This design comes from an exercise in tuning for a short achievable clock period and few clock cycles on the open sky130 flow, not from production work.
Only simulation tests tie the RTL to the original design; equivalence was not proved.
Power is estimated from default activity; no workload was simulated.

==> zinc <==
Design rv_core, start of the top module:
module rv_core #(
    parameter logic [31:0] RESET_PC = 32'h0100_0000
) (
    input  logic            clock,
    input  logic            reset,
    output logic [31:0]     fetch_pc,
    input  logic [31:0]     fetch_insn,
    output logic            retire_valid,
    output logic [4:0]      retire_rd,
    output logic [31:0]     retire_data
);
    localparam logic [6:0] OP_LUI    = 7'b0110111;
    localparam logic [6:0] OP_AUIPC  = 7'b0010111;
    localparam logic [6:0] OP_JAL    = 7'b1101111;
    localparam logic [6:0] OP_JALR   = 7'b1100111;
    localparam logic [6:0] OP_BRANCH = 7'b1100011;
    localparam logic [6:0] OP_IMM    = 7'b0010011;
    localparam logic [6:0] OP_REG    = 7'b0110011;
    localparam int BHT_BITS = 7;
    localparam int BHT_N    = 1 << BHT_BITS;
    localparam int LVT_N    = 4;
    logic        ex_redirect;
    logic [31:0] ex_redirect_pc;
    logic [31:0] pc;
    logic [31:0] insn;
    logic [6:0]  f_opc;
    logic [4:0]  f_rd;
    logic [4:0]  f_rs1;
    logic [31:0] f_imm_i, f_imm_b, f_imm_j, f_imm_u;
    logic        f_is_jal, f_is_jalr, f_is_br, f_is_auipc, f_writes;
    logic [31:0] pc_plus4, targ_b, targ_j, targ_r;
    logic        br_pred, jalr_hit, f_pred_taken;
    logic [31:0] f_next, f_alt;
    logic [BHT_N-1:0] bht_seen;
    logic [1:0]       bht_ctr [BHT_N];
    logic [BHT_BITS-1:0] f_bidx;
    logic [LVT_N-1:0] lv_valid;
    logic [4:0]       lv_reg [LVT_N];
    logic [31:0]      lv_val [LVT_N];
    logic [LVT_N-1:0] lv_hit;
    logic [LVT_N-1:0] lv_match_rd;
  ...
Settings: LEC_CHECK=0, CAP_MARGIN=20, CORE_MARGIN=2, CORE_UTILIZATION=40, SETUP_SLACK_MARGIN=3.5, SLEW_MARGIN=20; clock period 8.0 ns.
run.sh (not shown) runs the stock make flow with config.mk's settings and CLKGATE_MAP_FILE= SYNTH_SCRIPT=/design/flow/synth_recipe.tcl, a recipe that flattens the netlist after the stock synthesis.
==> cedar: changes against zinc <==
- ABC_CLOCK_PERIOD_IN_PS: default -> 3000
- SETUP_SLACK_MARGIN: 3.5 -> 4.5
==> violet: changes against zinc <==
--- a/flow/design.v
+++ b/flow/design.v
@@ -82,14 +82,44 @@
         word_t     data;
     } result_t;
     typedef struct packed {
         logic  taken;
         word_t target;
     } redirect_t;
 endpackage
+module cmp_tree (
+    input  logic [31:0] a,
+    input  logic [31:0] b,
+    output logic        eq,
+    output logic        lt,
+    output logic        ltu
+);
+    logic [31:0] e [6];
+    logic [31:0] l [6];
+    logic        eq_lo, lt_lo, eq_top;
+    assign e[0] = ~({a[30:0], 1'b0} ^ {b[30:0], 1'b0});
+    assign l[0] = ~{a[30:0], 1'b0} & {b[30:0], 1'b0};
+    for (genvar k = 1; k <= 5; k++) begin : g_lv
+        for (genvar j = 0; j < 32; j++) begin : g_grp
+            if (j < (32 >> k)) begin : g_op
+                assign e[k][j] = e[k-1][2*j+1] & e[k-1][2*j];
+                assign l[k][j] = l[k-1][2*j+1] | (e[k-1][2*j+1] & l[k-1][2*j]);
+            end else begin : g_pad
+                assign e[k][j] = 1'b0;
+                assign l[k][j] = 1'b0;
+            end
+        end
+    end
+    assign eq_lo  = e[5][0];
+    assign lt_lo  = l[5][0];
+    assign eq_top = ~(a[31] ^ b[31]);
+    assign eq     = eq_top & eq_lo;
+    assign ltu    = (~a[31] & b[31]) | (eq_top & lt_lo);
+    assign lt     = (a[31] & ~b[31]) | (eq_top & lt_lo);
+endmodule
 module rv_core #(
     parameter logic [31:0] RESET_PC = 32'h0100_0000
 ) (
     input  logic            clock,
     input  logic            reset,
     output logic [31:0]     fetch_pc,
     input  logic [31:0]     fetch_insn,
@@ -332,17 +362,22 @@
     logic [31:0] chk_c, chk_carry;
     assign a     = e_fwd_a ? w_data : e_a;
     assign b     = e_fwd_b ? w_data : e_b;
     assign b_add = e_sub ? ~b : b;
     assign sum   = a + b_add + {31'b0, e_sub};
     assign sll_out = a << b[4:0];
     assign srl_out = 32'($signed({e_sra & a[31], a}) >>> b[4:0]);
-    assign eq  = (a == b);
-    assign lt  = ($signed(a) < $signed(b));
-    assign ltu = (a < b);
+    logic [2:0] c_nn, c_wn, c_nw, c_sel;
+    cmp_tree u_c_nn (.a (e_a), .b (e_b), .eq (c_nn[2]), .lt (c_nn[1]), .ltu (c_nn[0]));
+    cmp_tree u_c_wn (.a (w_data), .b (e_b), .eq (c_wn[2]), .lt (c_wn[1]), .ltu (c_wn[0]));
+    cmp_tree u_c_nw (.a (e_a), .b (w_data), .eq (c_nw[2]), .lt (c_nw[1]), .ltu (c_nw[0]));
+    assign c_sel = (e_fwd_a && e_fwd_b) ? 3'b100 : (e_fwd_a ? c_wn : (e_fwd_b ? c_nw : c_nn));
+    assign eq  = c_sel[2];
+    assign lt  = c_sel[1];
+    assign ltu = c_sel[0];
     assign res = ({32{e_s_add}}  & sum) |
                  ({32{e_s_and}}  & (a & b)) |
                  ({32{e_s_or}}   & (a | b)) |
                  ({32{e_s_xor}}  & (a ^ b)) |
                  ({32{e_s_sll}}  & sll_out) |
                  ({32{e_s_srl}}  & srl_out) |
                  ({32{e_s_slt}}  & {31'b0, lt}) |
- ABC_CLOCK_PERIOD_IN_PS: default -> 3000
- SETUP_SLACK_MARGIN: 3.5 -> 4.5
==> run notes <==
Status: violet timing/DRC/antenna clean; zinc timing/DRC/antenna clean; cedar timing/DRC/antenna clean
Wire length of the first global-routing pass: violet 560 mm; zinc 523 mm; cedar 567 mm
Endpoint of the worst-slack reg-to-reg timing path: violet bht_ctr[55][1]; zinc pc[31]; cedar pc[14]
Tap Cells: violet 3366; zinc 3348; cedar 3348
Core outline area: violet 255000 sq um; zinc 251000 sq um; cedar 251000 sq um
Multi-input logic portion of the cell area: violet 40.9%; zinc 40.6%; cedar 40.3%
Post-synthesis cell count: violet 8565; zinc 8228; cedar 8228
Final worst hold slack: violet 0.292 ns; zinc 0.325 ns; cedar 0.314 ns
Number of rows created at floorplan: violet 185; zinc 184; cedar 184
Fraction of power spent switching nets: violet 27.2%; zinc 26.4%; cedar 27.3%
Proportion of synthesized chip area in sequential cells: violet 51.8%; zinc 52.8%; cedar 52.8%
Multi-input combinational cell count: violet 5809; zinc 5552; cedar 5562
Total instance count after detailed placement: violet 11700; zinc 11400; cedar 11400
Number of signal-net inverters in the final layout: violet 261; zinc 199; cedar 199
HPWL after DPL: violet 239 mm; zinc 242 mm; cedar 241 mm
Fraction of the cycle the final worst path needs: violet 51.7%; zinc 57.2%; cedar 55.1%
Count of buffers not belonging to the clock network in the layout: violet 827; zinc 445; cedar 857
Cell area after technology mapping: violet 103000 sq um; zinc 101000 sq um; cedar 101000 sq um
Multi-input combinational cell area: violet 52300 sq um; zinc 47400 sq um; cedar 51300 sq um
Buffers inserted by post-CTS timing repair: violet 316; zinc 55; cedar 343
Post_cts resized: violet 1210; zinc 240; cedar 1371
Antenna violations before repair: violet 24; zinc 13; cedar 21
Worst Hold Launch: violet d_pred_taken; zinc d_pred_tgt[2]; cedar d_pred_taken
Depth of the most critical reg-to-reg path: violet 16; zinc 17; cedar 15
Testbench counts of zinc, summed over its fixed seeds: cycles 595,978.
Testbench counts of cedar, summed over its fixed seeds: cycles 595,978.
Testbench counts of violet, summed over its fixed seeds: cycles 595,978.

-- afterwards: timing with drivers on the ports --
In the flow no input, the clock included, has a driving cell. The finished layouts below were timed again as built, in two steps.
Step 1 sets driving cells, clkbuf_16 on the clock port and buf_2 on the other inputs (assumed; they add their load-dependent delay and slew).
Step 2 times the ports against the registers' clock, not the clock port: input delays grow and output delays shrink by t, the midpoint of the rising clock arrivals with the driver on.
a / b / c = ideal / step 1 / step 2; a / b = the first two.
run | shift t [ns] | slack for setup (ns) | worst setup path at the end | worst data-port slew with drivers (ns)
zinc | 0.962 | 3.424 / 3.424 / 2.533 | input to register | 0.06
cedar | 0.965 | 3.590 / 3.590 / 2.951 | input to register | 0.26
violet | 0.972 | 3.862 / 3.862 / 3.061 | input to register | 0.16
After both steps setup and hold are still met in every run listed. The setup slack of zinc, which loses most, moves by 0.000 ns with the drivers and by -0.891 ns with both steps.
